What follows belongs to an exercise in optimizing a design on an open flow for a short achievable clock period and few clock cycles per item; a production flow would make more cautious choices.
Function was checked by simulation only, so behaviour that the tests miss may differ from the original.
The flow treats the clock pin as an ideal source, which a real chip does not have.
Power is estimated from default activity; no workload was simulated.

### flow/run.sh
#!/bin/bash
# synth_recipe.tcl (not shown) runs the flow's synth.tcl, then flattens the netlist and writes it again
# the make line also repeats each setting of config.mk as NAME=value (left out here)
make -C /OpenROAD-flow-scripts/flow DESIGN_CONFIG=/design/flow/config.mk WORK_HOME=/design/flow/orfs CLKGATE_MAP_FILE= SYNTH_SCRIPT=/design/flow/synth_recipe.tcl finish
### flow/config.mk
export PLATFORM = sky130hd
export DESIGN_NAME = dma_stream_top
export DESIGN_NICKNAME = dma_stream_top
export VERILOG_FILES = /design/flow/design.v
export SDC_FILE = /design/flow/constraint.sdc
export NUM_CORES = 4
export LEC_CHECK = 0
export ABC_CLOCK_PERIOD_IN_PS = 1500
export CAP_MARGIN = 20
export CORE_MARGIN = 2
export CORE_UTILIZATION = 50
export SETUP_SLACK_MARGIN = 3.3
export SLEW_MARGIN = 20
export SYNTH_HIERARCHICAL = 1
export SYNTH_MINIMUM_KEEP_SIZE = 0
### flow/constraint.sdc
create_clock -name core_clock -period 5.5 [get_ports {CLK0}]
set_input_delay 1.1000 -clock core_clock [delete_from_list [all_inputs] [get_ports {CLK0}]]
set_output_delay 1.1000 -clock core_clock [all_outputs]
set_load 0.01 [all_outputs]
### flow/design.v
package dma_pkg;
  localparam int W_D           = 32;
  localparam int W_EXT_A       = 32;   
  localparam int ADDR_OFFSET   = 2;    
  localparam int W_WA          = W_EXT_A - ADDR_OFFSET;   
  localparam int W_BLEN        = 9;    
  localparam int CMD_SLOTS    = 6;
  localparam int W_OWED       = 14;
  localparam int W_QCMD       = W_WA + 1 + W_EXT_A + 1 + 1 + 1 + 3 * W_BLEN;   
  localparam int RD_BUF       = 12;     
  localparam int WR_BUF       = 16;     
  typedef logic [W_D-1:0]      data_t;
  typedef logic [W_EXT_A-1:0]  ext_addr_t;
  typedef logic [W_EXT_A:0]    word_count_t;
  typedef logic [W_BLEN-1:0]   blen_t;
  typedef logic [W_WA-1:0]     waddr_t;
  typedef logic [W_OWED-1:0]   owed_t;
  typedef struct packed {
    ext_addr_t   ext_addr;
    logic        read_enable;    
    logic        write_enable;   
    word_count_t word_size;      
  } dma_cmd_t;
  typedef struct packed {
    ext_addr_t addr;
    logic      read_enable;
    logic      write_enable;
    blen_t     word_size;
  } ext_burst_t;
  typedef struct packed {
    waddr_t      waddr;
    logic        to_bram;
    word_count_t words;
    logic        big;        
    blen_t       rem;        
    blen_t       cap;        
    logic        fits;       
    blen_t       len;        
  } qcmd_t;
endpackage
module cmd_fifo
(
  input  logic     CLK0,
  input  logic     RST0,
  input  logic     req_valid,
  input  dma_pkg::dma_cmd_t req_cmd,
  output logic     req_ready,
  input  logic     deq,         
  output dma_pkg::qcmd_t dout,
  output logic     empty,
  output logic     busy         
);
  localparam int D = dma_pkg::CMD_SLOTS;
  logic              in_v;
  logic              in_ok;      
  dma_pkg::dma_cmd_t in_cmd;
  dma_pkg::blen_t    in_rem;
  dma_pkg::blen_t    in_cap;
  logic              in_big;
  logic              in_fits;
  logic              q_v;
  logic              q_ok;       
  dma_pkg::qcmd_t    in_q;
  dma_pkg::qcmd_t    head;
  dma_pkg::blen_t    rem;
  dma_pkg::blen_t    cap;
  logic              big;
  logic [D-1:0]      fill;
  logic [D-1:0]      fill_nx;
  logic              none;
  logic              push;
  logic              pop;
  assign rem  = dma_pkg::blen_t'({1'b0, ~req_cmd.ext_addr[9:2]}) + 1'b1;
  assign cap  = (req_cmd.ext_addr[11:10] == 2'b11) ? rem : dma_pkg::blen_t'(256);
  assign big  = (req_cmd.word_size[dma_pkg::W_EXT_A:dma_pkg::W_BLEN] != '0);
  assign in_fits = !in_big && (in_cmd.word_size[dma_pkg::W_BLEN-1:0] <= in_cap);
  always_ff @(posedge CLK0) begin
    if (RST0) begin
      in_v  <= 1'b0;
      in_ok <= 1'b0;
      q_v   <= 1'b0;
      q_ok  <= 1'b0;
    end else begin
      in_v  <= req_valid;
      in_ok <= req_valid && (req_cmd.word_size != '0) &&
               (req_cmd.read_enable || req_cmd.write_enable);
      q_v   <= in_v;
      q_ok  <= in_ok;
    end
    in_cmd <= req_cmd;
    in_rem <= rem;
    in_cap <= cap;
    in_big <= big;
    in_q   <= {in_cmd.ext_addr[dma_pkg::W_EXT_A-1:dma_pkg::ADDR_OFFSET],
               in_cmd.write_enable,
               in_cmd.word_size,
               in_big,
               in_rem,
               in_cap,
               in_fits,
               in_fits ? in_cmd.word_size[dma_pkg::W_BLEN-1:0] : in_cap};
  end
  assign pop  = deq && !none;
  assign push = q_ok && !(deq && none);
  sr_fifo #(.W(dma_pkg::W_QCMD), .D(D)) u_q (
    .CLK0    (CLK0),
    .RST0    (RST0),
    .push    (push),
    .din     (in_q),
    .pop     (pop),
    .head    (head),
    .head_nx (),
    .fill    (fill),
    .fill_nx (fill_nx),
    .none    (none)
  );
  assign dout  = none ? in_q : head;
  assign empty = none && !q_ok;
  always_ff @(posedge CLK0) begin
    if (RST0) req_ready <= 1'b0;
    else      req_ready <= !fill_nx[D-4];
  end
  assign busy = in_v || q_v || !none;
endmodule
module burst_planner
(
  input  logic            CLK0,
  input  logic            RST0,
  input  dma_pkg::qcmd_t  cmd,
  input  logic            cmd_empty,
  output logic            cmd_deq,
  input  logic            hold,         
  input  logic            nb_free,      
  output logic            nb_load,
  output dma_pkg::waddr_t nb_addr,
  output dma_pkg::blen_t  nb_len,
  output logic            nb_to_bram,
  output logic            busy
);
  logic                 act;        
  logic                 phase;      
  logic                 to_bram;
  dma_pkg::blen_t       len_q;
  logic                 last_q;     
  logic [9:0]           al_q;       
  logic [dma_pkg::W_WA-11:0] ah_q;  
  logic                 a_cy;       
  logic [dma_pkg::W_BLEN-1:0] rl_q;           
  logic [dma_pkg::W_EXT_A-dma_pkg::W_BLEN:0] rh_q;   
  logic                 r_bw;       
  logic [10:0]          al_sum;
  logic [9:0]           rl_dif;
  dma_pkg::blen_t       cap_q;      
  dma_pkg::blen_t       rem_q;      
  logic                 big_q;      
  logic                 fits;       
  logic                 load;
  assign fits   = !big_q && (rl_q <= cap_q);
  assign al_sum = {1'b0, al_q} + 11'(len_q);
  assign rl_dif = {1'b0, rl_q} - 10'(len_q);
  assign nb_load    = act && phase && nb_free && !hold;
  assign nb_addr    = {ah_q, al_q};
  assign nb_len     = len_q;
  assign nb_to_bram = to_bram;
  assign load    = !cmd_empty && (!act || (nb_load && last_q));
  assign cmd_deq = load;
  assign busy    = act;
  always_ff @(posedge CLK0) begin
    if (RST0) begin
      act   <= 1'b0;
      phase <= 1'b0;
    end else begin
      if (load) begin
        act   <= 1'b1;
        phase <= 1'b1;   
      end else if (act && !phase) begin
        phase <= 1'b1;
      end else if (nb_load) begin
        phase <= 1'b0;
        if (last_q) act <= 1'b0;
      end
    end
  end
  always_ff @(posedge CLK0) begin
    if (load) begin
      al_q    <= cmd.waddr[9:0];
      ah_q    <= cmd.waddr[dma_pkg::W_WA-1:10];
      a_cy    <= 1'b0;
      rl_q    <= cmd.words[dma_pkg::W_BLEN-1:0];
      rh_q    <= cmd.words[dma_pkg::W_EXT_A:dma_pkg::W_BLEN];
      r_bw    <= 1'b0;
      big_q   <= cmd.big;
      len_q   <= cmd.len;
      last_q  <= cmd.fits;
      to_bram <= cmd.to_bram;
      rem_q   <= cmd.rem;
      cap_q   <= cmd.cap;
    end else if (nb_load) begin
      {a_cy, al_q} <= al_sum;
      {r_bw, rl_q} <= rl_dif;
      big_q <= (rh_q[dma_pkg::W_EXT_A-dma_pkg::W_BLEN:1] != '0) || (rh_q[0] && !rl_dif[9]);
      if (al_q[9:8] == 2'b11) rem_q <= dma_pkg::blen_t'(256);
      cap_q <= (al_q[9:8] == 2'b10) ? rem_q : dma_pkg::blen_t'(256);
    end else if (act && !phase) begin
      ah_q <= ah_q + a_cy;
      a_cy <= 1'b0;
      rh_q <= rh_q - r_bw;
      r_bw <= 1'b0;
    end
    if (act && !phase && !load) begin
      len_q  <= fits ? rl_q : cap_q;
      last_q <= fits;
    end
  end
endmodule
module fc_nor
(
  input  logic a,
  input  logic b,
  output logic y
);
  assign y = !(a || b);
endmodule
module fc_aoi
(
  input  logic a1,
  input  logic a2,
  input  logic b,
  output logic y
);
  assign y = !((a1 && a2) || b);
endmodule
module port_reg #(
  parameter int W = 1
) (
  input  logic         CLK0,
  input  logic [W-1:0] d,
  output logic [W-1:0] q
);
  always_ff @(posedge CLK0) begin
    q <= d;
  end
endmodule
module sr_fifo #(
  parameter int W = 32,
  parameter int D = 4,
  parameter bit OUTREG = 1'b0    
) (
  input  logic         CLK0,
  input  logic         RST0,
  input  logic         push,       
  input  logic [W-1:0] din,
  input  logic         pop,        
  output logic [W-1:0] head,
  output logic [W-1:0] head_nx,    
  output logic [D-1:0] fill,       
  output logic [D-1:0] fill_nx,    
  output logic         none        
);
  logic [W-1:0] e [0:D-1];
  logic [D:0]   f;
  assign f = {1'b0, fill};
  always_comb begin
    fill_nx = fill;
    if (push && !pop) fill_nx = {fill[D-2:0], 1'b1};
    if (pop && !push) fill_nx = f[D:1];
  end
  always_ff @(posedge CLK0) begin
    if (RST0) begin
      fill <= '0;
      none <= 1'b1;
    end else begin
      fill <= fill_nx;
      none <= !fill_nx[0];
    end
  end
  logic [W-1:0] e_nx [0:D-1];
  for (genvar i = 0; i < D; i++) begin : g_e
    always_comb begin
      e_nx[i] = e[i];
      if (pop) begin
        if (i + 1 < D && f[i+1]) e_nx[i] = e[(i + 1 < D) ? i + 1 : i];
        else                     e_nx[i] = din;
      end else if (!f[i]) begin
        e_nx[i] = din;
      end
    end
    always_ff @(posedge CLK0) begin
      e[i] <= e_nx[i];
    end
  end
  assign head_nx = e_nx[0];
  if (OUTREG) begin : g_out
    port_reg #(.W(W)) u_head (.CLK0(CLK0), .d(e_nx[0]), .q(head));
  end else begin : g_noout
    assign head = e[0];
  end
endmodule
module owed_count
(
  input  logic           CLK0,
  input  logic           RST0,
  input  dma_pkg::blen_t credit,
  input  dma_pkg::owed_t credit_m1,   
  input  logic           move,
  output logic           nz,        
  output logic           nz_nx,     
  output logic           high       
);
  dma_pkg::owed_t cnt;
  dma_pkg::owed_t sum0;
  dma_pkg::owed_t sum1;
  assign sum0 = cnt + dma_pkg::owed_t'(credit);
  assign sum1 = cnt + credit_m1;
  assign high = (cnt[dma_pkg::W_OWED-1:12] != 0);   
  assign nz_nx = move ? (sum0[dma_pkg::W_OWED-1:1] != '0) : (sum0 != '0);
  always_ff @(posedge CLK0) begin
    if (RST0) begin
      cnt <= '0;
      nz  <= 1'b0;
    end else begin
      cnt <= move ? sum1 : sum0;
      nz  <= nz_nx;
    end
  end
endmodule
module stream_mover
(
  input  logic       CLK0,
  input  logic       RST0,
  input  dma_pkg::blen_t credit_rd,
  input  dma_pkg::blen_t credit_wr,
  input  dma_pkg::owed_t credit_rd_m1,
  input  dma_pkg::owed_t credit_wr_m1,
  output logic       hold,
  output logic       busy,
  output logic       rd_idle,    
  output logic       wr_idle,    
  input  dma_pkg::data_t      ext_read_data,
  input  logic       ext_read_empty,
  output logic       ext_read_deq,
  output dma_pkg::data_t      ext_write_data,
  output logic       ext_write_enq,
  input  logic       ext_write_almost_full,
  input  dma_pkg::data_t      core_read_data,
  input  logic       core_read_empty,
  output logic       core_read_enable,
  output dma_pkg::data_t      core_write_data,
  output logic       core_write_enable,
  input  logic       core_write_almost_full
);
  localparam int DR = dma_pkg::RD_BUF;
  localparam int DW = dma_pkg::WR_BUF;
  logic          rd_nz;
  logic          rd_nz_nx;
  logic          rd_high;
  logic          rd_okn;     
  logic          rd_none;
  logic [DR-1:0] rd_fill;
  logic [DR-1:0] rd_fill_nx;
  logic          rd_deq;     
  logic          rd_cwe;
  fc_nor u_deq_gate  (.a(rd_okn),  .b(ext_read_empty),         .y(ext_read_deq));
  fc_nor u_deq_gate2 (.a(rd_okn),  .b(ext_read_empty),         .y(rd_deq));
  fc_nor u_cwe_gate  (.a(rd_none), .b(core_write_almost_full), .y(core_write_enable));
  fc_nor u_cwe_gate2 (.a(rd_none), .b(core_write_almost_full), .y(rd_cwe));
  owed_count u_rd_owed (
    .CLK0   (CLK0),
    .RST0   (RST0),
    .credit (credit_rd),
    .credit_m1 (credit_rd_m1),
    .move   (rd_deq),
    .nz     (rd_nz),
    .nz_nx  (rd_nz_nx),
    .high   (rd_high)
  );
  sr_fifo #(.W(dma_pkg::W_D), .D(DR), .OUTREG(1'b1)) u_rd_buf (
    .CLK0    (CLK0),
    .RST0    (RST0),
    .push    (rd_deq),
    .din     (ext_read_data),
    .pop     (rd_cwe),
    .head    (core_write_data),
    .head_nx (),
    .fill    (rd_fill),
    .fill_nx (rd_fill_nx),
    .none    (rd_none)
  );
  logic          wr_nz;
  logic          wr_nz_nx;
  logic          wr_high;
  logic          wr_okn;
  logic          wr_none;
  logic          wr_pend;    
  logic [DW-1:0] wr_fill;
  logic [DW-1:0] wr_fill_nx;
  logic          wr_cre;
  logic          wr_enq;
  fc_nor u_cre_gate  (.a(wr_okn), .b(core_read_empty), .y(core_read_enable));
  fc_nor u_cre_gate2 (.a(wr_okn), .b(core_read_empty), .y(wr_cre));
  assign ext_write_enq = wr_enq;
  owed_count u_wr_owed (
    .CLK0   (CLK0),
    .RST0   (RST0),
    .credit (credit_wr),
    .credit_m1 (credit_wr_m1),
    .move   (wr_cre),
    .nz     (wr_nz),
    .nz_nx  (wr_nz_nx),
    .high   (wr_high)
  );
  sr_fifo #(.W(dma_pkg::W_D), .D(DW), .OUTREG(1'b1)) u_wr_buf (
    .CLK0    (CLK0),
    .RST0    (RST0),
    .push    (wr_pend),
    .din     (core_read_data),
    .pop     (wr_enq),
    .head    (ext_write_data),
    .head_nx (),
    .fill    (wr_fill),
    .fill_nx (wr_fill_nx),
    .none    (wr_none)
  );
  logic rd_room;
  logic wr_room;
  assign rd_room = !rd_fill_nx[DR-1];
  assign wr_room = wr_cre ? !wr_fill_nx[DW-2] : !wr_fill_nx[DW-1];
  always_ff @(posedge CLK0) begin
    if (RST0) begin
      rd_okn  <= 1'b1;
      wr_okn  <= 1'b1;
      wr_pend <= 1'b0;
      wr_enq  <= 1'b0;
    end else begin
      rd_okn  <= !(rd_room && rd_nz_nx);
      wr_okn  <= !(wr_room && wr_nz_nx);
      wr_pend <= wr_cre;
      wr_enq  <= wr_fill_nx[0] && !ext_write_almost_full;
    end
  end
  always_ff @(posedge CLK0) begin
    if (RST0) hold <= 1'b0;
    else      hold <= rd_high || wr_high;
  end
  assign busy = rd_nz || wr_nz || wr_pend || rd_fill[0] || wr_fill[0];
  assign rd_idle = !rd_nz && rd_none;
  assign wr_idle = !wr_nz && !wr_pend && wr_none;
endmodule
module dma_ctrl
(
  input  logic            CLK0,
  input  logic            RST0,
  input  logic            nb_load,
  input  dma_pkg::waddr_t nb_addr,
  input  dma_pkg::blen_t  nb_len,
  input  logic            nb_to_bram,
  output logic            nb_free,
  output dma_pkg::ext_burst_t ext_burst,
  input  logic            ext_ready,
  output dma_pkg::blen_t  credit_rd,    
  output dma_pkg::blen_t  credit_wr,    
  output dma_pkg::owed_t  credit_rd_m1,  
  output dma_pkg::owed_t  credit_wr_m1,
  input  logic            rd_idle,
  input  logic            wr_idle,
  output logic            cf_high,      
  output logic            busy
);
  localparam int WB = dma_pkg::W_WA + dma_pkg::W_BLEN + 1;
  logic [WB-1:0]   head;
  logic [WB-1:0]   head_nx;
  logic [1:0]      fill;
  logic [1:0]      fill_nx;
  logic            none;
  logic            hs;           
  dma_pkg::waddr_t o_addr;
  dma_pkg::blen_t  o_len;
  logic            o_to_bram;
  dma_pkg::owed_t  o_len_m1;
  logic            p_rd;
  logic            p_wr;
  dma_pkg::waddr_t p_addr;
  dma_pkg::blen_t  p_len;
  assign {o_addr, o_len, o_to_bram} = head;
  assign hs      = fill[0] && ext_ready;
  assign nb_free = !fill[1];   
  sr_fifo #(.W(WB), .D(2)) u_bq (
    .CLK0    (CLK0),
    .RST0    (RST0),
    .push    (nb_load),
    .din     ({nb_addr, nb_len, nb_to_bram}),
    .pop     (hs),
    .head    (head),
    .head_nx (head_nx),
    .fill    (fill),
    .fill_nx (fill_nx),
    .none    (none)
  );
  port_reg #(.W(2)) u_p_en (
    .CLK0 (CLK0),
    .d    ({fill_nx[0] && !RST0 && head_nx[0], fill_nx[0] && !RST0 && !head_nx[0]}),
    .q    ({p_rd, p_wr})
  );
  port_reg #(.W(WB - 1)) u_p_burst (
    .CLK0 (CLK0),
    .d    (head_nx[WB-1:1]),
    .q    ({p_addr, p_len})
  );
  assign ext_burst = {p_addr, {dma_pkg::ADDR_OFFSET{1'b0}}, p_rd, p_wr, p_len};
  localparam int CFD = 16;
  logic [dma_pkg::W_BLEN:0] cf_head;
  logic [CFD-1:0] cf_fill;
  logic           cf_none;
  logic           cf_dir;
  dma_pkg::blen_t cf_len;
  logic           cur_dir;      
  logic           cr_rd_v;      
  logic           cr_wr_v;
  logic           rel;
  sr_fifo #(.W(dma_pkg::W_BLEN + 1), .D(CFD)) u_cf (
    .CLK0    (CLK0),
    .RST0    (RST0),
    .push    (hs),
    .din     ({o_to_bram, o_len}),
    .pop     (rel),
    .head    (cf_head),
    .head_nx (),
    .fill    (cf_fill),
    .fill_nx (),
    .none    (cf_none)
  );
  assign {cf_dir, cf_len} = cf_head;
  assign rel = !cf_none && ((cf_dir == cur_dir) ||
                            (cur_dir ? (rd_idle && !cr_rd_v) : (wr_idle && !cr_wr_v)));
  assign cf_high = cf_fill[CFD-5];
  assign o_len_m1 = dma_pkg::owed_t'(cf_len) - 1'b1;
  always_ff @(posedge CLK0) begin
    if (RST0) begin
      credit_rd    <= '0;
      credit_wr    <= '0;
      credit_rd_m1 <= '1;
      credit_wr_m1 <= '1;
      cr_rd_v      <= 1'b0;
      cr_wr_v      <= 1'b0;
      cur_dir      <= 1'b0;
    end else begin
      credit_rd    <= (rel && cf_dir)  ? cf_len : '0;
      credit_wr    <= (rel && !cf_dir) ? cf_len : '0;
      credit_rd_m1 <= (rel && cf_dir)  ? o_len_m1 : '1;
      credit_wr_m1 <= (rel && !cf_dir) ? o_len_m1 : '1;
      cr_rd_v      <= rel && cf_dir;
      cr_wr_v      <= rel && !cf_dir;
      if (rel) cur_dir <= cf_dir;
    end
  end
  assign busy = !none || !cf_none || cr_rd_v || cr_wr_v;
endmodule
module dma_stream_top
(
  input  logic       CLK0,
  input  logic       RST0,
  input  dma_pkg::dma_cmd_t   req_cmd,
  input  logic       req_valid,
  output logic       req_ready,
  output logic       req_busy,
  output dma_pkg::ext_burst_t ext_burst,
  input  logic       ext_ready,
  input  dma_pkg::data_t      ext_read_data,
  input  logic       ext_read_empty,
  output logic       ext_read_deq,
  output dma_pkg::data_t      ext_write_data,
  output logic       ext_write_enq,
  input  logic       ext_write_almost_full,
  input  dma_pkg::data_t      core_read_data,
  input  logic       core_read_empty,
  output logic       core_read_enable,
  output dma_pkg::data_t      core_write_data,
  output logic       core_write_enable,
  input  logic       core_write_almost_full
);
  dma_pkg::qcmd_t  head_cmd;
  logic            cmd_empty;
  logic            cmd_deq;
  logic            hold;
  logic            hold_m;
  logic            cf_high;
  logic            rd_idle;
  logic            wr_idle;
  logic            nb_free;
  logic            nb_load;
  dma_pkg::waddr_t nb_addr;
  dma_pkg::blen_t  nb_len;
  logic            nb_to_bram;
  dma_pkg::blen_t  credit_rd;
  dma_pkg::blen_t  credit_wr;
  dma_pkg::owed_t  credit_rd_m1;
  dma_pkg::owed_t  credit_wr_m1;
  logic            busy_q;
  logic            busy_p;
  logic            busy_c;
  logic            busy_m;
  cmd_fifo u_cmd_fifo (
    .CLK0      (CLK0),
    .RST0      (RST0),
    .req_valid (req_valid),
    .req_cmd   (req_cmd),
    .req_ready (req_ready),
    .deq       (cmd_deq),
    .dout      (head_cmd),
    .empty     (cmd_empty),
    .busy      (busy_q)
  );
  burst_planner u_burst_planner (
    .CLK0       (CLK0),
    .RST0       (RST0),
    .cmd        (head_cmd),
    .cmd_empty  (cmd_empty),
    .cmd_deq    (cmd_deq),
    .hold       (hold_m || cf_high),
    .nb_free    (nb_free),
    .nb_load    (nb_load),
    .nb_addr    (nb_addr),
    .nb_len     (nb_len),
    .nb_to_bram (nb_to_bram),
    .busy       (busy_p)
  );
  dma_ctrl u_dma_ctrl (
    .CLK0       (CLK0),
    .RST0       (RST0),
    .nb_load    (nb_load),
    .nb_addr    (nb_addr),
    .nb_len     (nb_len),
    .nb_to_bram (nb_to_bram),
    .nb_free    (nb_free),
    .ext_burst  (ext_burst),
    .ext_ready  (ext_ready),
    .credit_rd  (credit_rd),
    .credit_wr  (credit_wr),
    .credit_rd_m1 (credit_rd_m1),
    .credit_wr_m1 (credit_wr_m1),
    .rd_idle    (rd_idle),
    .wr_idle    (wr_idle),
    .cf_high    (cf_high),
    .busy       (busy_c)
  );
  stream_mover u_stream_mover (
    .CLK0                   (CLK0),
    .RST0                   (RST0),
    .credit_rd              (credit_rd),
    .credit_wr              (credit_wr),
    .credit_rd_m1           (credit_rd_m1),
    .credit_wr_m1           (credit_wr_m1),
    .hold                   (hold_m),
    .rd_idle                (rd_idle),
    .wr_idle                (wr_idle),
    .busy                   (busy_m),
    .ext_read_data          (ext_read_data),
    .ext_read_empty         (ext_read_empty),
    .ext_read_deq           (ext_read_deq),
    .ext_write_data         (ext_write_data),
    .ext_write_enq          (ext_write_enq),
    .ext_write_almost_full  (ext_write_almost_full),
    .core_read_data         (core_read_data),
    .core_read_empty        (core_read_empty),
    .core_read_enable       (core_read_enable),
    .core_write_data        (core_write_data),
    .core_write_enable      (core_write_enable),
    .core_write_almost_full (core_write_almost_full)
  );
  always_ff @(posedge CLK0) begin
    if (RST0) req_busy <= 1'b0;
    else      req_busy <= busy_q || busy_p || busy_c || busy_m;
  end
endmodule
==> run summary, run 1 <==
Die W=roughly 430 um; unrepaired setup endpoints after global routing=yes; Rows=158; maximum VDD drop=0.356 mV; Synth Cell Area=just over 0.09 sq mm; global-route wire length before repair=337,000 um; total I/O pin count=252; setup violators final=0; yosys warns=34; Antenna Nets Post-Route=0; drt wl/cell=21.3 um; Total Neg Setup Slack=0 ns; Post-Synthesis Cells=7,569; area growth from synthesis to final layout=19.0%; TritonCTS clock tree=done; core area=between 0.15 and 0.2 sq mm; Worst Path Max Fanout=2; Filler cells=14,974; period utilisation layout=0.464; CTS Sinks=2,209; Reg area=0.0454 sq mm; Final min period=2.55 ns; largest net degree at the start of global routing=117; Post-route DRC=0; DP HPWL=around 120,000 um; Total Die Area=about 0.19 sq mm; status=timing/DRC/antenna clean; H-tree Lvls=4; Slew Viols, Final=0; r2r setup slk=3.00 ns; Nets=8,034; Clock Tree Buf Depth=3; Pwr per Cell Area=403 mW/mm^2; port bufs=around 250; gr usage total=0.227; DRT Pass-1 Iters=5; WS Path Type=in2out; initial antenna violation count=4; Initial Util=0.501; Hold Path Class=reg2reg; Fin Hold WS=~0.32 ns; Overflow after GRT=0; Hold Vio Cnt, Final=0; share of layout cells above drive strength 1=0.182; CP arrival=1.45 ns; crit end category=primary output; clk latency of the worst-skew pair=0.86 ns; via/cell ratio=5.48; CTS clock-pin slew for the worst setup and hold paths=0.06 ns; Vias=between 50,000 and 60,000; vias in the first global route=between 50,000 and 60,000; Mean Syn Cell Area=12.2 sq um; Tightest Pin Transition=1.14 ns; global placer's final weighted congestion=about 0.8; Leak=38.6 nW; Slew HR=0.241; Cell Chain, Critical Path=buf_2 -> nor2_4 -> buf_6; DRT iter0 DRCs=~2,600; height of the chip=approximately 430 um; # hold bufs at CTS=0; Max Cap Viol=0; clock skew=0.0284 ns; WL final=223,000 um; total CTS buffers=229; area of the multi-input gates=0.0451 sq mm; Clock Root Buffer=clkbuf_16; Worst path max stage delay=0.14 ns; Max Fclk=391 MHz; CP max-delay cell=buf_2; Worst EP required=4.40 ns; CP startpoint kind=input port
path summary, 6_finish.rpt:
kind                                                from                       to  cells after the start
worst max-delay path                      ext_read_empty             ext_read_deq                      3
worst min-delay path               u_cmd_fifo.in_cmd[60]      u_cmd_fifo.in_q[86]                      0
worst max register to register  u_dma_ctrl.u_cf.fill[11]  u_cmd_fifo.u_q.e[5][16]                     12
worst min register to register     u_cmd_fifo.in_cmd[60]      u_cmd_fifo.in_q[86]                      0
where the power goes:
part	internal, mW	switching (mW)	leakage [nW]	total (mW)
logic	3.92	4.05	16.0	7.97
clock network	9.55	6.45	3.93	16.0
registers	18.8	1.64	18.7	20.5
total	32.3	12.1	38.6	44.4
sequential cells by signal, indices dropped and copies added (netlist names), 10 cells and up:
name                                    flops
u_stream_mover.u_rd_owed.cnt               14
u_dma_ctrl.u_p_burst.q                     39
u_cmd_fifo.u_q.e                          558
u_cmd_fifo.in_cmd                          63
u_stream_mover.u_rd_buf.e                 384
u_stream_mover.u_rd_buf.fill               12
u_burst_planner.al_q                       10
u_stream_mover.u_wr_buf.fill               16
u_stream_mover.u_wr_buf.e                 512
u_cmd_fifo.in_q                            92
u_dma_ctrl.credit_wr_m1                    10
u_burst_planner.rh_q                       24
u_dma_ctrl.u_bq.e                          80
u_dma_ctrl.u_cf.fill                       16
u_dma_ctrl.credit_rd_m1                    10
u_stream_mover.u_wr_buf.g_out.u_head.q     32
u_stream_mover.u_wr_owed.cnt               14
u_stream_mover.u_rd_buf.g_out.u_head.q     32
u_burst_planner.ah_q                       20
u_dma_ctrl.u_cf.e                         160
critical path: cells and delay by family:
kind | cells | cell delay (ns)
buffers and inverters | 2 | 0.24
AND/OR/NAND/NOR | 1 | 0.11
metal layers:
layer  vias to the layer above  track usage  part of all wire
met5                         -            0                 0
met3                       293       0.0286             0.032
met2                       797        0.376              0.47
met1                     28569        0.308              0.47
li1                      27792            -                 -
met4                         0       0.0686             0.025
area by class of cell:
| cell class | count | area share |
|---|---|---|
| flip-flops and latches | 2209 | 0.412 |
| multi-input cells | 4652 | 0.409 |
| repair buffers | 592 | 0.0745 |
| clock buffers | 344 | 0.0631 |
| well taps | 2480 | 0.0281 |
| clock inverters | 85 | 0.00865 |
| inverters | 117 | 0.00410 |
| repair inverters | 2 | 0.000159 |
| diodes | 1 | 0.0000227 |
repair_timing:
action                                  4_1_cts  5_1_grt
gates cloned                                 78       35
pin swaps                                    52       84
resized for setup                           905      199
buffers inserted                            122       46
endpoints found under the setup margin     1597     1222
through the flow:
stage                     area, sq um  instances  power (mW)  setup slack [ns]  utilization
after floorplan                 93000       7570        25.9              3.02            -
after global placement          96000       9771        27.9              1.86        0.519
after detailed placement        96000       9771        28.2              1.77        0.519
after CTS                      108000      10400        44.6              2.90        0.585
after global routing           110000      10482        46.5              2.92        0.596
final                          110000      10482        44.4              2.95        0.596
cell usage in the layout, fill, tap and decap left out, drive strengths merged, types with 46 or more instances in the layout:
master / instances
clkinv: 55
a2111oi: 46
mux2i: 3188
nor3b: 91
mux2: 307
edfxtp: 93
nor2: 91
dfxtp: 2116
o21ai: 97
clkbuf: 372
clkdlybuf4s50: 132
a21oi: 72
inv: 128
nand2: 145
buf: 427
ha: 86
xnor2: 56
Testbench counts, summed over its fixed seeds: cycles 28,226, words 25,338.
==> run 2: changes to the inputs <==
--- a/flow/design.v
+++ b/flow/design.v
@@ -336,4 +336,2 @@
   output logic       busy,
-  output logic       rd_idle,    
-  output logic       wr_idle,    
   input  dma_pkg::data_t      ext_read_data,
@@ -445,4 +443,2 @@
   assign busy = rd_nz || wr_nz || wr_pend || rd_fill[0] || wr_fill[0];
-  assign rd_idle = !rd_nz && rd_none;
-  assign wr_idle = !wr_nz && !wr_pend && wr_none;
 endmodule
@@ -463,5 +459,2 @@
   output dma_pkg::owed_t  credit_wr_m1,
-  input  logic            rd_idle,
-  input  logic            wr_idle,
-  output logic            cf_high,      
   output logic            busy
@@ -509,29 +502,3 @@
   assign ext_burst = {p_addr, {dma_pkg::ADDR_OFFSET{1'b0}}, p_rd, p_wr, p_len};
-  localparam int CFD = 16;
-  logic [dma_pkg::W_BLEN:0] cf_head;
-  logic [CFD-1:0] cf_fill;
-  logic           cf_none;
-  logic           cf_dir;
-  dma_pkg::blen_t cf_len;
-  logic           cur_dir;      
-  logic           cr_rd_v;      
-  logic           cr_wr_v;
-  logic           rel;
-  sr_fifo #(.W(dma_pkg::W_BLEN + 1), .D(CFD)) u_cf (
-    .CLK0    (CLK0),
-    .RST0    (RST0),
-    .push    (hs),
-    .din     ({o_to_bram, o_len}),
-    .pop     (rel),
-    .head    (cf_head),
-    .head_nx (),
-    .fill    (cf_fill),
-    .fill_nx (),
-    .none    (cf_none)
-  );
-  assign {cf_dir, cf_len} = cf_head;
-  assign rel = !cf_none && ((cf_dir == cur_dir) ||
-                            (cur_dir ? (rd_idle && !cr_rd_v) : (wr_idle && !cr_wr_v)));
-  assign cf_high = cf_fill[CFD-5];
-  assign o_len_m1 = dma_pkg::owed_t'(cf_len) - 1'b1;
+  assign o_len_m1 = dma_pkg::owed_t'(o_len) - 1'b1;
   always_ff @(posedge CLK0) begin
@@ -542,16 +509,10 @@
       credit_wr_m1 <= '1;
-      cr_rd_v      <= 1'b0;
-      cr_wr_v      <= 1'b0;
-      cur_dir      <= 1'b0;
     end else begin
-      credit_rd    <= (rel && cf_dir)  ? cf_len : '0;
-      credit_wr    <= (rel && !cf_dir) ? cf_len : '0;
-      credit_rd_m1 <= (rel && cf_dir)  ? o_len_m1 : '1;
-      credit_wr_m1 <= (rel && !cf_dir) ? o_len_m1 : '1;
-      cr_rd_v      <= rel && cf_dir;
-      cr_wr_v      <= rel && !cf_dir;
-      if (rel) cur_dir <= cf_dir;
+      credit_rd    <= (hs && o_to_bram)  ? o_len : '0;
+      credit_wr    <= (hs && !o_to_bram) ? o_len : '0;
+      credit_rd_m1 <= (hs && o_to_bram)  ? o_len_m1 : '1;
+      credit_wr_m1 <= (hs && !o_to_bram) ? o_len_m1 : '1;
     end
   end
-  assign busy = !none || !cf_none || cr_rd_v || cr_wr_v;
+  assign busy = !none || (credit_rd != '0) || (credit_wr != '0);
 endmodule
@@ -584,6 +545,2 @@
   logic            hold;
-  logic            hold_m;
-  logic            cf_high;
-  logic            rd_idle;
-  logic            wr_idle;
   logic            nb_free;
@@ -618,3 +575,3 @@
     .cmd_deq    (cmd_deq),
-    .hold       (hold_m || cf_high),
+    .hold       (hold),
     .nb_free    (nb_free),
@@ -640,5 +597,2 @@
     .credit_wr_m1 (credit_wr_m1),
-    .rd_idle    (rd_idle),
-    .wr_idle    (wr_idle),
-    .cf_high    (cf_high),
     .busy       (busy_c)
@@ -652,5 +606,3 @@
     .credit_wr_m1           (credit_wr_m1),
-    .hold                   (hold_m),
-    .rd_idle                (rd_idle),
-    .wr_idle                (wr_idle),
+    .hold                   (hold),
     .busy                   (busy_m),
==> flow/flow/run.sh (new file) <==
#!/bin/bash
# The standard layout, with one extra step after clock tree synthesis:
# flow/fix_io.tcl resizes the cells on the worst paths from input ports and
# to output ports (see that file). Make's output goes to make.log; each
# ORFS step keeps its own log under orfs/logs/.
set -euo pipefail
POST_CTS_TCL="$PWD/flow/fix_io.tcl" bash standard.sh finish > make.log 2>&1
==> flow/flow/fix_io.tcl (new file) <==
# Sizing pass on the paths that start at input ports or end at output
# ports: for each cell on the worst such paths, try the other drive
# strengths of the same cell and keep the one that gives the best slack,
# never lowering the design's worst slack. Registers and clock buffers are
# left alone. Run after clock tree synthesis, before global routing.

proc fio_variants { ref } {
  if { ![regexp {^(sky130_fd_sc_hd__[a-z0-9]+_)([0-9]+)$} $ref -> base sz] } {
    return {}
  }
  set out {}
  foreach c [get_lib_cells ${base}*] {
    set nm [get_name $c]
    if { ![regexp "^${base}\[0-9\]+\$" $nm] } { continue }
    if { [lsearch -exact $::env(DONT_USE_CELLS) $nm] >= 0 } { continue }
    lappend out $nm
  }
  return $out
}

proc fio_path_slack { from to } {
  set pes [find_timing_paths -from $from -to $to -sort_by_slack -group_path_count 1]
  if { [llength $pes] == 0 } { return 1.0 }
  return [[lindex $pes 0] slack]
}

proc fio_wns { } {
  return [sta::worst_slack_cmd max]
}

proc fio_obj { name } {
  if { [string first "/" $name] >= 0 } { return [get_pins $name] }
  return [get_ports $name]
}

proc fio_pass { sel count } {
  set changed 0
  # read every path out before changing anything: a change frees them
  set paths {}
  foreach pe [find_timing_paths {*}$sel -sort_by_slack -group_path_count $count -endpoint_path_count 1] {
    set pins [[$pe path] pins]
    set to [get_full_name [lindex $pins 0]]
    set from [get_full_name [lindex $pins end]]
    set names {}
    foreach pin $pins {
      set inst [$pin instance]
      if { $inst eq "NULL" } { continue }
      set nm [get_full_name $inst]
      if { $nm eq "" } { continue }
      if { [lsearch -exact $names $nm] < 0 } { lappend names $nm }
    }
    lappend paths [list $from $to $names]
  }
  foreach p $paths {
    lassign $p from to names
    foreach nm $names {
      set ref [get_property [get_cells $nm] ref_name]
      if { [regexp {dfxtp|dfrtp|edfxtp|dfstp|dlx|sdff|clkbuf_16|clkinv} $ref] } { continue }
      set cands [fio_variants $ref]
      if { [llength $cands] < 2 } { continue }
      set best_ref $ref
      set best_ps [fio_path_slack [fio_obj $from] [fio_obj $to]]
      set best_wns [fio_wns]
      foreach cand $cands {
        if { $cand eq $ref } { continue }
        replace_cell [get_cells $nm] $cand
        estimate_parasitics -placement
        set ps [fio_path_slack [fio_obj $from] [fio_obj $to]]
        set wns [fio_wns]
        if { $wns >= $best_wns - 1e-12 && $ps > $best_ps + 1e-12 } {
          set best_ref $cand
          set best_ps $ps
          set best_wns $wns
        }
      }
      replace_cell [get_cells $nm] $best_ref
      estimate_parasitics -placement
      if { $best_ref ne $ref } {
        puts "fix_io: $nm $ref -> $best_ref (path slack [format %.4f [expr {$best_ps * 1e9}]])"
        incr changed
      }
    }
  }
  return $changed
}

estimate_parasitics -placement
puts "fix_io: start, worst slack [format %.4f [expr {[fio_wns] * 1e9}]]"
for { set i 0 } { $i < 2 } { incr i } {
  set n 0
  incr n [fio_pass [list -from [all_inputs] -to [all_outputs]] 6]
  incr n [fio_pass [list -from [all_registers -clock_pins] -to [all_outputs]] 4]
  puts "fix_io: pass $i, $n cells changed, worst slack [format %.4f [expr {[fio_wns] * 1e9}]]"
  if { $n == 0 } { break }
}
detailed_placement
check_placement -verbose
estimate_parasitics -placement
puts "fix_io: end, worst slack [format %.4f [expr {[fio_wns] * 1e9}]]"
==> flow/standard.sh (new file) <==
#!/bin/bash
# synth_recipe.tcl (not shown) runs the flow's synth.tcl, then flattens the netlist and writes it again
# the make line also repeats each setting of config.mk as NAME=value (left out here)
make -C /OpenROAD-flow-scripts/flow DESIGN_CONFIG=/design/flow/config.mk WORK_HOME=/design/flow/orfs CLKGATE_MAP_FILE= SYNTH_SCRIPT=/design/flow/synth_recipe.tcl "${@:-finish}"
removed: flow/run.sh
==> run 2 against run 1 <==
Effect of this change:
- clock-buffer cell count fell by 7
- register-to-register slack improved by 0.13 ns
- worst hold slack improved by 0.00071 ns
- sequential power fell by 9.8%
- setup slack improved by 0.034 ns
- clock power fell by 9%
- die area fell by 8.1%
- sequential share of layout area rose by 1.3 points
- combinational power fell by 11%
- power fell by 9.8%
- final cell count fell by 9.4%
- critical path depth did not move
- largest cell class unchanged
==> run summary, run 2 <==
unrepaired setup endpoints after global routing=yes; commonest cells after routing, fill and taps aside=mux2i_1 (2,882), dfxtp_1 (1,792), clkbuf_16 (235), nand2_1 (140), clkdlybuf4s50_1 (132); Hold Path Cell Cnt=0; DP HPWL=~110,000 um; Final min period=2.52 ns; yosys warns=31; Overflow after GRT=0; CTS Sinks=2,028; core area=0.169 sq mm; global-route wire length before repair=305,000 um; Vias=52,265; Synth Cell Area=between 0.08 and 0.09 sq mm; Total Die Area=0.173 sq mm; Initial Util=0.503; Nets=between 7,000 and 8,000; hold path start=u_cmd_fifo.in_rem[1]; CTS clock-pin slew for the worst setup and hold paths=roughly 0.060 ns; total I/O pin count=252; port bufs=247; Antenna Nets Post-Route=0; number of flip-flops under the largest register name=558; reg-to-reg startpoint=u_dma_ctrl.credit_rd[0]; final std cells w/o fill=9,501; status=timing/DRC/antenna clean; Hold Vio Cnt, Final=0; WS Path Type=in2out; Filler cells=14,075; Leak=34.6 nW; drt wl/cell=about 21 um; Post-Synthesis Cells=between 6,000 and 7,000; crit end category=primary output; Worst Path Max Fanout=3; height of the chip=roughly 420 um; maximum VDD drop=0.349 mV; commonest non-fill, non-tap cell in the layout=mux2i_1; Max Fclk=slightly below 400 MHz; gr usage total=0.220; CP arrival=1.42 ns; share of layout cells above drive strength 1=0.167; via/cell ratio=5.50; period utilisation layout=0.458; Pwr per Cell Area=407 mW/mm^2; post-placement cell count=8,968; Slew Viols, Final=0; vias in the first global route=between 50,000 and 60,000; Biggest register=u_cmd_fifo.u_q.e; DRT iter0 DRCs=2,461; area growth from synthesis to final layout=15.8%; WL final=199,000 um; global placer's final weighted congestion=0.810; largest registers=u_cmd_fifo.u_q.e x558, u_stream_mover.u_wr_buf.e x512, u_stream_mover.u_rd_buf.e x384; CP startpoint kind=input port; Total Neg Setup Slack=0 ns; Max Cap Viol=0; R2R depth=9; Tightest Pin Transition=1.15 ns; Slew HR=0.232; Hold Path Class=reg2reg; Worst EP required=about 4.4 ns; clk latency of the worst-skew pair=roughly 0.85 ns; DRT Pass-1 Iters=5; Die W=417 um; r2r setup slk=around 3.1 ns; TritonCTS clock tree=done; WHS Endpoint=u_cmd_fifo.in_q[20]; FF-to-FF End=u_stream_mover.rd_okn; setup violators final=0; Post-route DRC=0; Mean Syn Cell Area=12.2 sq um; largest net degree at the start of global routing=roughly 140; initial antenna violation count=10; clock skew=0.0398 ns; Rows=approximately 150
[run 2: worst max-delay path by stage]
stage                                         to  cells after the start                   start
6_report                            ext_read_deq                      3          ext_read_empty
5_1_grt                             ext_read_deq                      2   u_stream_mover.rd_okn
3_5_place_dp   u_stream_mover.u_rd_buf.e[11][10]                      6  core_write_almost_full
3_3_place_gp   u_stream_mover.u_rd_buf.e[11][15]                      6  core_write_almost_full
2_1_floorplan            u_cmd_fifo.u_q.e[5][22]                     15     u_cmd_fifo.u_q.none
[run 2: metal layers]
metal  global-route usage  routed length (um)  vias up
li1                     -                   -    25387
met1                0.303               96300    25844
met2                0.354               90600      721
met3               0.0340                6890      301
met4               0.0682                5170       12
met5                    0                  82        -
[run 2: layout make-up]
class	instances	area (sq um)	share of cell area
antenna	2	5.00	0.0000508
clock buffer	337	6600	0.0669
clock inverter	60	581	0.00589
inverter	103	407	0.00413
multi-input combinational	4302	41100	0.417
sequential	2028	41800	0.424
tap	2218	2780	0.0282
timing repair buffer	449	5200	0.0528
timing repair inverter	2	17.5	0.000178
[run 2: worst max-delay path, stage by stage]
cell    delay [ns]
buf_12        0.12
nor2_4        0.10
buf_6         0.10
[run 2: power breakdown]
part / switching, mW / internal [mW]
clock: 5.89 / 8.57
combinational: 3.67 / 3.41
sequential: 1.35 / 17.2
[run 2: metrics by stage]
stage	cell area, sq um	worst slack (ns)	power [mW]	utilization	hold slack [ns]
after global placement	88300	1.90	25.4	0.522	0.310
after detailed placement	88400	1.88	25.6	0.522	0.312
final	98600	2.98	40.1	0.582	0.322
after global routing	98600	2.94	42.0	0.582	0.327
after floorplan	85400	2.98	23.5	-	0.310
Testbench counts of run 2, summed over its fixed seeds: cycles 17,352, words 25,338.
==> run 3: changes to the inputs <==
--- a/flow/design.v
+++ b/flow/design.v
@@ -6,3 +6,4 @@
   localparam int W_BLEN        = 9;    
-  localparam int CMD_SLOTS    = 6;
+  localparam int CMD_AW       = 3;
+  localparam int CMD_SLOTS    = 1 << CMD_AW;
   localparam int W_OWED       = 14;
@@ -67,4 +68,2 @@
   logic              big;
-  logic [D-1:0]      fill;
-  logic [D-1:0]      fill_nx;
   logic              none;
@@ -102,22 +101,33 @@
   end
+  typedef logic [dma_pkg::CMD_AW-1:0] ptr_t;
+  typedef logic [dma_pkg::CMD_AW:0]   cnt_t;
+  logic [dma_pkg::W_QCMD-1:0] mem [0:D-1];
+  ptr_t  head_p;
+  ptr_t  tail_p;
+  cnt_t  used;
+  cnt_t  used_nx;
   assign pop  = deq && !none;
   assign push = q_ok && !(deq && none);
-  sr_fifo #(.W(dma_pkg::W_QCMD), .D(D)) u_q (
-    .CLK0    (CLK0),
-    .RST0    (RST0),
-    .push    (push),
-    .din     (in_q),
-    .pop     (pop),
-    .head    (head),
-    .head_nx (),
-    .fill    (fill),
-    .fill_nx (fill_nx),
-    .none    (none)
-  );
-  assign dout  = none ? in_q : head;
-  assign empty = none && !q_ok;
   always_ff @(posedge CLK0) begin
-    if (RST0) req_ready <= 1'b0;
-    else      req_ready <= !fill_nx[D-4];
+    if (push) mem[tail_p] <= in_q;
   end
+  assign used_nx = used + cnt_t'(push) - cnt_t'(pop);
+  always_ff @(posedge CLK0) begin
+    if (RST0) begin
+      head_p    <= '0;
+      tail_p    <= '0;
+      used      <= '0;
+      none      <= 1'b1;
+      req_ready <= 1'b0;
+    end else begin
+      if (pop)  head_p <= head_p + 1'b1;
+      if (push) tail_p <= tail_p + 1'b1;
+      used <= used_nx;
+      none <= (used_nx == '0);
+      req_ready <= (used_nx <= cnt_t'(D - 4));
+    end
+  end
+  assign head  = mem[head_p];
+  assign dout  = none ? in_q : head;
+  assign empty = none && !q_ok;
   assign busy = in_v || q_v || !none;
==> run 3 against run 2 <==
Effect of this change:
- still clean
- critical path depth is the same
- utilization grew 0.35 points
- combinational power grew 65%
- synthesized area grew 4.8%
- final cell count shrank 4.4%
- global-route usage is essentially flat
- setup slack lost 0.011 ns
- via count shrank 3.6%
- sequential power grew 18%
- worst hold slack gained 0.0039 ns
- clock-buffer cell count shrank 14
- flip-flop and latch count grew 185
- largest power group unchanged
==> run summary, run 3 <==
status=timing/DRC/antenna clean; CP startpoint=core_read_empty; DP HPWL=110,000 um; share of layout cells above drive strength 1=0.178; Hold Path Cell Cnt=0; commonest cells after routing, fill and taps aside=mux2i_1 (1,955), dfxtp_1 (1,262), edfxtp_1 (829), clkbuf_16 (245), nand2_1 (233); P_sw=14.3 mW; initial antenna violation count=7; height of the chip=about 430 um; largest registers=u_cmd_fifo.mem x736, u_stream_mover.u_wr_buf.e x512, u_stream_mover.u_rd_buf.e x384; period utilisation layout=0.460; Overflow after GRT=0; Synth Cell Area=0.0891 sq mm; Place WS=1.93 ns; Die W=426 um; Rows=~150; Initial Util=0.504; Pwr per Cell Area=473 mW/mm^2; total I/O pin count=252; yosys warns=28; delay-heaviest family, CP=buffers and inverters; Nets=6,783; hold path start=u_cmd_fifo.in_cmd[56]; CP startpoint kind=input port; clock skew=0.0370 ns; DRT iter0 DRCs=2,642; core area=around 0.18 sq mm; port bufs=247; Worst path max stage delay=0.12 ns; largest net degree at the start of global routing=132; FF-to-FF End=u_cmd_fifo.none; Logic pwr share=0.240; Total Neg Setup Slack=0 ns; drt wl/cell=22.6 um; r2r setup slk=around 3.2 ns; final std cells w/o fill=9,082; Max Cap Viol=0; CP Buf/Inv Count=2; stages on the worst setup path=3; Antenna Nets Post-Route=0; gr usage total=0.220; WL final=205,000 um; Worst EP required=about 4.4 ns; post-placement cell count=8,522; Mean Syn Cell Area=14.1 sq um; TritonCTS clock tree=done; Total Die Area=0.182 sq mm; Leak=~35 nW; Biggest register=u_cmd_fifo.mem; Hold Path Class=reg2reg; CP arrival=between 1 and 1.5 ns; Hold Vio Cnt, Final=0; Seq pwr share=0.445; setup ws final=between 2 and 3 ns; Worst Path Max Fanout=2; Vias=between 50,000 and 60,000; Final min period=2.53 ns; commonest non-fill, non-tap cell in the layout=mux2i_1; CTS Sinks=~2,200; maximum VDD drop=0.382 mV; setup violators final=0; reg-to-reg startpoint=u_stream_mover.hold; Max Fclk=around 400 MHz; via/cell ratio=5.54; DRT Pass-1 Iters=5; R2R depth=12; CP max-delay cell=buf_2; crit end category=primary output; vias in the first global route=51,182; Cell Chain, Critical Path=buf_2 -> nor2_4 -> buf_6; Post-route DRC=0; Int Pwr=34.7 mW; Sw Share=0.292; unrepaired setup endpoints after global routing=yes; overall power=49.0 mW; number of flip-flops under the largest register name=about 740; global-route wire length before repair=308,000 um; WHS Endpoint=u_cmd_fifo.in_q[82]; Post-Synthesis Cells=6,319; Slew HR=0.343; clk latency of the worst-skew pair=0.86 ns; WS Path Type=in2out; Fin Hold WS=0.326 ns; Slew Viols, Final=0; Tightest Pin Transition=0.986 ns; CTS clock-pin slew for the worst setup and hold paths=0.06 ns; area growth from synthesis to final layout=16.1%; Clock Power Share=0.315; global placer's final weighted congestion=0.800
==> run 3: layout make-up <==
| cell class | instances | area, sq um |
|---|---|---|
| Sequential cell | 2213 | 52800 |
| Timing Repair Buffer | 460 | 5120 |
| Clock inverter | 97 | 1060 |
| Tap cell | 2340 | 2930 |
| Clock buffer | 323 | 6520 |
| Timing Repair inverter | 2 | 17.5 |
| Inverter | 100 | 393 |
| Antenna cell | 1 | 2.50 |
| Fill cell | 13928 | 73200 |
| Multi-Input combinational cell | 3546 | 34600 |
==> run 3: worst max-delay path by stage <==
stage	end	slack [ns]
5_1_grt	core_read_enable	2.89
6_report	core_read_enable	2.97
3_5_place_dp	u_stream_mover.u_rd_buf.e[11][1]	1.93
3_3_place_gp	u_stream_mover.u_rd_buf.e[11][4]	1.95
2_1_floorplan	u_cmd_fifo.mem[0][0]	1.07
==> run 3: metrics by stage <==
stage / util / instance area (sq um)
after detailed placement: 0.527 / 93100
final: 0.586 / 104000
after global placement: 0.527 / 93100
after floorplan: - / 89300
after global routing: 0.586 / 103000
==> run 3: metal layers <==
layer | track usage | wire (um) | part of all wire
met5 | 0 | 0 | 0
met4 | 0.0631 | 5000 | 0.024
met1 | 0.299 | 93400 | 0.46
met3 | 0.0330 | 8270 | 0.040
met2 | 0.366 | 98200 | 0.48
==> run 3: power groups by stage <==
stage	clock network [mW]	logic [mW]	registers [mW]
6_report	15.4	11.7	21.8
5_1_grt	16.5	12.9	22.1
3_5_place_dp	0	10.5	22.2
3_3_place_gp	0	10.3	22.1
2_1_floorplan	0	8.12	21.3
Testbench counts of run 3, summed over its fixed seeds: cycles 17,352, words 25,338.
==> run 4: changes to the inputs <==
--- a/flow/flow/fix_io.tcl
+++ b/flow/flow/fix_io.tcl
@@ -10,8 +10,17 @@
   }
+  set bases [list $base]
+  # buffers and inverters may also change family
+  if { [regexp {__(buf|clkbuf|clkdlybuf4s[0-9]+|dlygate4sd[0-9]+|dlymetal6s[0-9]+s)_$} $base] } {
+    set bases {sky130_fd_sc_hd__buf_ sky130_fd_sc_hd__clkbuf_}
+  } elseif { [regexp {__(inv|clkinv)_$} $base] } {
+    set bases {sky130_fd_sc_hd__inv_ sky130_fd_sc_hd__clkinv_}
+  }
   set out {}
-  foreach c [get_lib_cells ${base}*] {
-    set nm [get_name $c]
-    if { ![regexp "^${base}\[0-9\]+\$" $nm] } { continue }
-    if { [lsearch -exact $::env(DONT_USE_CELLS) $nm] >= 0 } { continue }
-    lappend out $nm
+  foreach b $bases {
+    foreach c [get_lib_cells ${b}*] {
+      set nm [get_name $c]
+      if { ![regexp "^${b}\[0-9\]+\$" $nm] } { continue }
+      if { [lsearch -exact $::env(DONT_USE_CELLS) $nm] >= 0 } { continue }
+      lappend out $nm
+    }
   }
@@ -59,3 +68,3 @@
       set cands [fio_variants $ref]
-      if { [llength $cands] < 2 } { continue }
+      if { [llength $cands] < 2 && [lsearch -exact $cands $ref] >= 0 } { continue }
       set best_ref $ref
--- a/flow/config.mk
+++ b/flow/config.mk
@@ -10,3 +10,3 @@
 export CORE_MARGIN = 2
-export CORE_UTILIZATION = 50
+export CORE_UTILIZATION = 65
 export SETUP_SLACK_MARGIN = 3.3
==> run 4 against run 3 <==
Effect of this change:
- still clean on timing, DRC and antenna
- combinational power grew 12%
- non-clock buffer count grew 166
- via count is 8.3% higher
- routed wire length increased by 14%
- synthesized cell count stayed put
- global-route usage grew 6.9 points
- critical path depth is 6 higher
- clock power down 4%
- sequential share of layout area is 1.1 points lower
- setup slack worse by 0.0023 ns
- critical path type is now reg2reg
- largest cell class unchanged
- highest routed layer is now met5
==> run summary, run 4 <==
DP HPWL=106,000 um; WL final=around 230,000 um; Post-route DRC=0; highest metal used=met5; delay-heaviest family, CP=compound AO/OA/AOI/OAI gates; Worst Path Max Fanout=3; Nets=6,937; yosys warns=28; Hold Vio Cnt, Final=0; Sw Share=0.305; Pwr per Cell Area=469 mW/mm^2; Leak=between 30 and 40 nW; Vias=54,552; core area=0.136 sq mm; via/cell ratio=6.29; area growth from synthesis to final layout=18.7%; global-route wire length before repair=314,000 um; Overflow after GRT=0; Seq pwr share=0.438; status=timing/DRC/antenna clean; Synth Cell Area=between 0.08 and 0.09 sq mm; total I/O pin count=252; CP startpoint kind=flop; TritonCTS clock tree=done; Rows=135; Total Neg Setup Slack=0 ns; CP max-delay cell=edfxtp_1; crit end category=flop; met3 wire len=21,900 um; overall power=49.7 mW; met1 WL=94,100 um; Initial Util=0.656; Clock Power Share=0.297; Slew Viols, Final=0; Final min period=2.53 ns; unrepaired setup endpoints after global routing=yes; maximum VDD drop=~0.37 mV; global placer's final weighted congestion=between 0.8 and 0.9; Int Pwr=34.5 mW; clock skew=0.0361 ns; Die W=approximately 370 um; vias in the first global route=52,551; largest net degree at the start of global routing=roughly 120; height of the chip=374 um; DRT iter0 DRCs=5,637; Tightest Pin Transition=1.09 ns; Hold Path Class=reg2reg; port bufs=247; Post-Synthesis Cells=6,319; Antenna Nets Post-Route=0; Max Cap Viol=0; CP Buf/Inv Count=2; Biggest register=u_cmd_fifo.mem; Most common cell on crit path=buf_6; largest registers=u_cmd_fifo.mem x736, u_stream_mover.u_wr_buf.e x512, u_stream_mover.u_rd_buf.e x384; gr usage total=0.289; number of flip-flops under the largest register name=between 700 and 800; met2 wire len=108,000 um; Worst path max stage delay=0.52 ns; Total Die Area=around 0.14 sq mm; Mean Syn Cell Area=roughly 14 sq um; Slew HR=0.269; CTS clock-pin slew for the worst setup and hold paths=0.07 ns; Cell Chain, Critical Path=buf_6 -> buf_6 -> ha_4 -> fa_2 -> nor2b_2 -> o31a_1 -> o211ai_1 -> nand4b_1 -> o311ai_1; commonest cells after routing, fill and taps aside=mux2i_1 (1,949), dfxtp_1 (1,251), edfxtp_1 (829), clkbuf_16 (280), nand2_1 (234); Max Fclk=395 MHz; share of layout cells above drive strength 1=0.203; period utilisation layout=0.461; Worst EP required=6.07 ns; CP arrival=3.10 ns; CTS Sinks=2,213; clk latency of the worst-skew pair=0.85 ns; DRT Pass-1 Iters=6; WS Path Type=reg2reg; P_sw=about 15 mW; Logic pwr share=0.265; setup violators final=0; initial antenna violation count=11; drt wl/cell=~27 um; commonest non-fill, non-tap cell in the layout=mux2i_1
==> run 4: final cells by class <==
type / count / area, sq um
Antenna cell: 2 / 5.00
Clock inverter: 84 / 878
Clock buffer: 316 / 6260
Tap cell: 1781 / 2230
Timing Repair inverter: 2 / 17.5
Multi-Input combinational cell: 3545 / 34700
Sequential cell: 2213 / 52900
Inverter: 100 / 393
Timing Repair Buffer: 626 / 8520
Fill cell: 7929 / 30000
==> run 4: stage by stage <==
step	std cells	worst slack [ns]	cell area, sq um	utilization	hold WS, ns
5_1_grt	8668	2.94	106000	0.779	0.331
6_report	8669	2.97	106000	0.779	0.320
3_5_place_dp	7960	1.90	92300	0.680	0.312
3_3_place_gp	7960	1.95	92300	0.680	0.310
2_1_floorplan	6320	1.07	89300	-	0.310
==> run 4: path summary, 6_finish.rpt <==
path | start | end | slack [ns] | cells past startpoint
worst min register to register | u_cmd_fifo.in_cmd[51] | u_cmd_fifo.in_q[77] | 0.32 | 0
worst min-delay path | u_cmd_fifo.in_cmd[51] | u_cmd_fifo.in_q[77] | 0.32 | 0
worst max-delay path | u_burst_planner.len_q[0] | u_burst_planner.rl_q[8] | 2.97 | 9
worst max register to register | u_burst_planner.len_q[0] | u_burst_planner.rl_q[8] | 2.97 | 9
==> run 4: routing by layer <==
| layer | vias up | GRT usage |
|---|---|---|
| met1 | 27063 | 0.404 |
| met2 | 2685 | 0.464 |
| met3 | 629 | 0.0515 |
| li1 | 24165 | - |
| met5 | - | 0 |
| met4 | 10 | 0.0860 |
==> run 4: power groups by stage <==
stage                     Sequential, mW  Clock (mW)  Combinational [mW]
final                               21.8        14.8                13.1
after global routing                22.0        15.5                14.0
after detailed placement            22.0           0                10.5
after global placement              21.9           0                10.2
after floorplan                     21.3           0                8.12
==> run 5: changes to the inputs <==
--- a/flow/config.mk
+++ b/flow/config.mk
@@ -10,3 +10,3 @@
 export CORE_MARGIN = 2
-export CORE_UTILIZATION = 65
+export CORE_UTILIZATION = 50
 export SETUP_SLACK_MARGIN = 3.3
==> run 5 against run 4 <==
Effect of this change:
- largest power group unchanged
- flip-flop and latch count did not move
- power shrank 1.4%
- clock skew up 0.00092 ns
- critical path depth down 7
- utilization shrank 19 points
- die area up 30%
- via count shrank 7.7%
- design area down 2.2%
- clock-buffer cell count grew 7
- highest routed layer is now met4
- setup slack better by 0.017 ns
- sequential power hardly changed
- critical path type is now reg2out
==> run summary, run 5 <==
P_sw=approximately 14 mW; DRT iter0 DRCs=about 2,600; met1 Track Usage GR=0.299; Max Fclk=397 MHz; Hold Path Class=reg2reg; Filler cells=13,927; WL final=205,000 um; DRT Pass-1 Iters=5; Total Die Area=0.182 sq mm; TritonCTS clock tree=done; Vias=50,364; Max Cap Viol=0; global-route wire length before repair=308,000 um; FF-to-FF End=u_cmd_fifo.none; Tightest Pin Transition=roughly 0.99 ns; Rows=154; number of flip-flops under the largest register name=736; Hold Path Cell Cnt=0; setup violators final=0; WS Path Type=reg2out; Slew Viols, Final=0; CTS clock-pin slew for the worst setup and hold paths=0.06 ns; Mean Syn Cell Area=14.1 sq um; Hold Vio Cnt, Final=0; commonest cells after routing, fill and taps aside=mux2i_1 (1,955), dfxtp_1 (1,262), edfxtp_1 (829), clkbuf_16 (245), nand2_1 (233); Post-DP Area=0.0931 sq mm; Clock Power Share=0.315; core area=0.177 sq mm; CTS Sinks=between 2,000 and 2,500; via/cell ratio=between 5 and 6; area growth from synthesis to final layout=16.1%; r2r setup slk=between 3 and 4 ns; hold path start=u_cmd_fifo.in_cmd[56]; largest net degree at the start of global routing=132; status=timing/DRC/antenna clean; gr usage total=0.220; maximum VDD drop=0.382 mV; DP HPWL=110,000 um; post-layout util=0.586; Top Usage Layer GRT=met2; routing usage on met2=0.366; port bufs=between 200 and 250; R2R depth=12; initial antenna violation count=7; Die W=426 um; global placer's final weighted congestion=0.800; Synth Cell Area=a little under 0.09 sq mm; clock skew=approximately 0.037 ns; CP startpoint kind=flop; Sw Share=0.292; height of the chip=426 um; final instance area=0.104 sq mm; Final min period=2.52 ns; Int Pwr=34.7 mW; Post-Synthesis Cells=about 6,300; Worst EP required=4.40 ns; Fin Hold WS=0.326 ns; commonest non-fill, non-tap cell in the layout=mux2i_1; unrepaired setup endpoints after global routing=yes; total I/O pin count=252; Total Neg Setup Slack=0 ns; Leak=35.4 nW; Antenna Nets Post-Route=0; setup ws final=2.98 ns; Post-route DRC=0; final std cells w/o fill=9,082; Slew HR=0.343; drt wl/cell=22.6 um; Pwr per Cell Area=473 mW/mm^2; Initial Util=0.504; Worst Path Max Fanout=2; share of layout cells above drive strength 1=0.178; crit end category=primary output; largest registers=u_cmd_fifo.mem x736, u_stream_mover.u_wr_buf.e x512, u_stream_mover.u_rd_buf.e x384; CP arrival=approximately 1.4 ns; Biggest register=u_cmd_fifo.mem; clk latency of the worst-skew pair=around 0.86 ns; overall power=49.0 mW; met3 Use GR=0.0330; WHS Endpoint=u_cmd_fifo.in_q[82]; Logic pwr share=0.240; period utilisation layout=0.458; vias in the first global route=51,189; Nets=6,783; yosys warns=28; post-placement cell count=roughly 8,500; Overflow after GRT=0; Place WS=1.93 ns; Seq pwr share=0.445; reg-to-reg startpoint=u_stream_mover.hold
-- run 5: final cells by class --
type,instances,area (sq um),area share
timing repair inverter,2,17.5,0.000169
sequential,2213,52800,0.510
timing repair buffer,460,5130,0.0495
clock buffer,323,6520,0.0630
tap,2340,2930,0.0283
multi-input combinational,3546,34600,0.335
clock inverter,97,1060,0.0102
inverter,100,393,0.00380
antenna,1,2.50,0.0000242
-- run 5: metal layers --
| layer | vias up | routed length, um |
|---|---|---|
| li1 | 23878 | - |
| met1 | 25332 | 93400 |
| met2 | 883 | 98200 |
| met3 | 271 | 8300 |
| met4 | 0 | 5000 |
| met5 | - | 0 |
-- run 5: how the worst max path moves through the flow --
stage	start	endpoint	slack, ns	depth (start not counted)
floorplan	u_cmd_fifo.none	u_cmd_fifo.mem[0][0]	1.07	12
global placement	core_write_almost_full	u_stream_mover.u_rd_buf.e[11][4]	1.95	6
detailed placement	core_write_almost_full	u_stream_mover.u_rd_buf.e[11][1]	1.93	6
global route	u_stream_mover.wr_okn	core_read_enable	2.89	2
finish	u_stream_mover.wr_okn	core_read_enable	2.98	2
-- run 5: power groups by stage --
| stage | sequential (mW) | combinational, mW | clock [mW] |
|---|---|---|---|
| after floorplan | 21.3 | 8.12 | 0 |
| after global placement | 22.1 | 10.3 | 0 |
| after detailed placement | 22.2 | 10.5 | 0 |
| after global routing | 22.1 | 12.9 | 16.5 |
| final | 21.8 | 11.7 | 15.4 |
-- run 5: critical path, stage by stage (launching register included) --
cell and delay, ns:
dfxtp_4 0.38, nor2_4 0.09, buf_6 0.10
==> run 6: changes to the inputs <==
--- a/flow/flow/fix_io.tcl
+++ b/flow/flow/fix_io.tcl
@@ -37,2 +37,14 @@
   return [sta::worst_slack_cmd max]
+}
+
+proc fio_swap_ab { name } {
+  set inst [sta::sta_to_db_inst [get_cells $name]]
+  set a [$inst findITerm A]
+  set b [$inst findITerm B]
+  set na [$a getNet]
+  set nb [$b getNet]
+  $a disconnect
+  $b disconnect
+  $a connect $nb
+  $b connect $na
 }
@@ -90,2 +102,16 @@
       }
+      # two-input gates whose inputs commute: try the other pin order
+      if { [regexp {__(nor2|nand2|and2|or2|xor2|xnor2)_[0-9]+$} $best_ref] } {
+        fio_swap_ab $nm
+        estimate_parasitics -placement
+        set ps [fio_path_slack [fio_obj $from] [fio_obj $to]]
+        set wns [fio_wns]
+        if { $wns >= $best_wns - 1e-12 && $ps > $best_ps + 1e-12 } {
+          puts "fix_io: $nm inputs swapped (path slack [format %.4f [expr {$ps * 1e9}]])"
+          incr changed
+        } else {
+          fio_swap_ab $nm
+          estimate_parasitics -placement
+        }
+      }
     }
==> run 6 against run 5 <==
Effect of this change:
- still clean on timing, DRC and antenna
- clock skew unchanged
- power is the same
- synthesized cell count stayed put
- register-to-register slack is essentially flat
- sequential power about the same
- routed wire length did not move
- final cell count is the same
- combinational power barely moved
- critical endpoint unchanged
==> run summary, run 6 <==
Post-DP Area=a little over 0.09 sq mm; Mean Syn Cell Area=14.1 sq um; commonest cells after routing, fill and taps aside=mux2i_1 (1,955), dfxtp_1 (1,262), edfxtp_1 (829), clkbuf_16 (245), nand2_1 (233); Overflow after GRT=0; area growth from synthesis to final layout=16.1%; Initial Util=0.504; port bufs=247; Max Fclk=approximately 400 MHz; total I/O pin count=252; global-route wire length before repair=around 300,000 um; WS Path Type=reg2out; Rows=approximately 150; Biggest register=u_cmd_fifo.mem; Worst Path Max Fanout=2; met1 WL=93,400 um; Final min period=2.52 ns; Die W=around 430 um; TritonCTS clock tree=done; Total Neg Setup Slack=0 ns; met2 wire len=98,200 um; Cell Chain, Critical Path=nor2_4 -> buf_6; Vias=50,364; Synth Cell Area=0.0891 sq mm; yosys warns=28; Max Cap Viol=0; delay-heaviest family, CP=flip-flops; Total Die Area=0.182 sq mm; DRT iter0 DRCs=2,642; met3 wire len=8300 um; unrepaired setup endpoints after global routing=yes; CTS Sinks=2,213; Pwr per Cell Area=473 mW/mm^2; drt wl/cell=22.6 um; hold path start=u_cmd_fifo.in_cmd[56]; CP Buf/Inv Count=1; maximum VDD drop=0.382 mV; largest registers=u_cmd_fifo.mem x736, u_stream_mover.u_wr_buf.e x512, u_stream_mover.u_rd_buf.e x384; initial antenna violation count=7; clock skew=about 0.037 ns; Tightest Pin Transition=around 0.99 ns; setup violators final=0; core area=0.177 sq mm; DRT Pass-1 Iters=5; Slew Viols, Final=0; largest net degree at the start of global routing=132; CP startpoint kind=flop; status=timing/DRC/antenna clean; via/cell ratio=5.55; CTS clock-pin slew for the worst setup and hold paths=roughly 0.06 ns; Hold Vio Cnt, Final=0; highest metal used=met4; CP arrival=1.42 ns; vias in the first global route=51,189; period utilisation layout=0.458; Antenna Nets Post-Route=0; Nets=6,783; height of the chip=426 um; Hold Path Class=reg2reg; CP startpoint=u_stream_mover.wr_okn; commonest non-fill, non-tap cell in the layout=mux2i_1; CP max-delay cell=dfxtp_4; gr usage total=0.220; Post-route DRC=0; clk latency of the worst-skew pair=0.86 ns; crit end category=primary output; Slew HR=0.343; global placer's final weighted congestion=0.800; share of layout cells above drive strength 1=0.178; final instance area=0.104 sq mm; reg-to-reg startpoint=u_stream_mover.hold; Post-Synthesis Cells=~6,300; Worst path max stage delay=~0.38 ns; WL final=205,000 um; Worst EP required=approximately 4.4 ns; DP HPWL=110,000 um; number of flip-flops under the largest register name=736; Leak=35.4 nW
run 6: metal layers:
layer	global-route usage	vias to the layer above
li1	-	23878
met1	0.299	25332
met2	0.366	883
met3	0.0330	271
met4	0.0631	0
met5	0	-
run 6: where the power goes:
group          total [mW]  switching, mW  leakage, nW  internal, mW
combinational        11.7           6.20         12.5          5.54
sequential           21.8           1.78         19.2          20.0
clock                15.4           6.34         3.72          9.10
total                49.0           14.3         35.4          34.7
run 6: path summary, 6_finish.rpt:
kind	end	slack, ns	cells past startpoint
worst max-delay path	core_read_enable	2.98	2
worst min-delay path	u_cmd_fifo.in_q[82]	0.33	0
worst max register to register	u_cmd_fifo.none	3.18	12
worst min register to register	u_cmd_fifo.in_q[82]	0.33	0
run 6: metrics by stage:
step | util | power, mW | worst slack, ns | hold WS, ns | instances
2_1_floorplan | - | 29.4 | 1.07 | 0.310 | 6320
3_3_place_gp | 0.527 | 32.4 | 1.95 | 0.310 | 8522
3_5_place_dp | 0.527 | 32.7 | 1.93 | 0.312 | 8522
5_1_grt | 0.586 | 51.5 | 2.89 | 0.334 | 9081
6_report | 0.586 | 49.0 | 2.98 | 0.326 | 9082
run 6: cell type report:
type                       instances  area, sq um
sequential                      2213        52800
timing repair buffer             460         5130
clock buffer                     323         6520
timing repair inverter             2         17.5
antenna                            1         2.50
clock inverter                    97         1060
tap                             2340         2930
fill                           13927        73200
multi-input combinational       3546        34600
inverter                         100          393

## port drivers added, routing unchanged
Ports are ideal in the flow. The routed layouts listed here were re-timed in OpenROAD.
Step 1 sets driving cells, clkbuf_16 on the clock port and buf_2 on the other inputs (assumed; they add their load-dependent delay and slew).
Step 2, shift: input delay + t, output delay - t, t = (earliest + latest rising clock arrival at the registers) / 2. This alone moves slack from input paths to output paths.
a / b / c = ideal ports / drivers / drivers and shift; a / b = the first two.
run	t, ns	slack for setup (ns)
run 1	0.923	2.946 / 2.905 / 2.359
run 2	0.909	2.979 / 2.929 / 2.424
run 3	0.930	2.968 / 2.896 / 2.384
run 4	0.906	2.966 / 2.920 / 2.226
run 5	0.930	2.982 / 2.896 / 2.384
run 6	0.930	2.982 / 2.896 / 2.384
After both steps setup and hold are still met in every run listed.
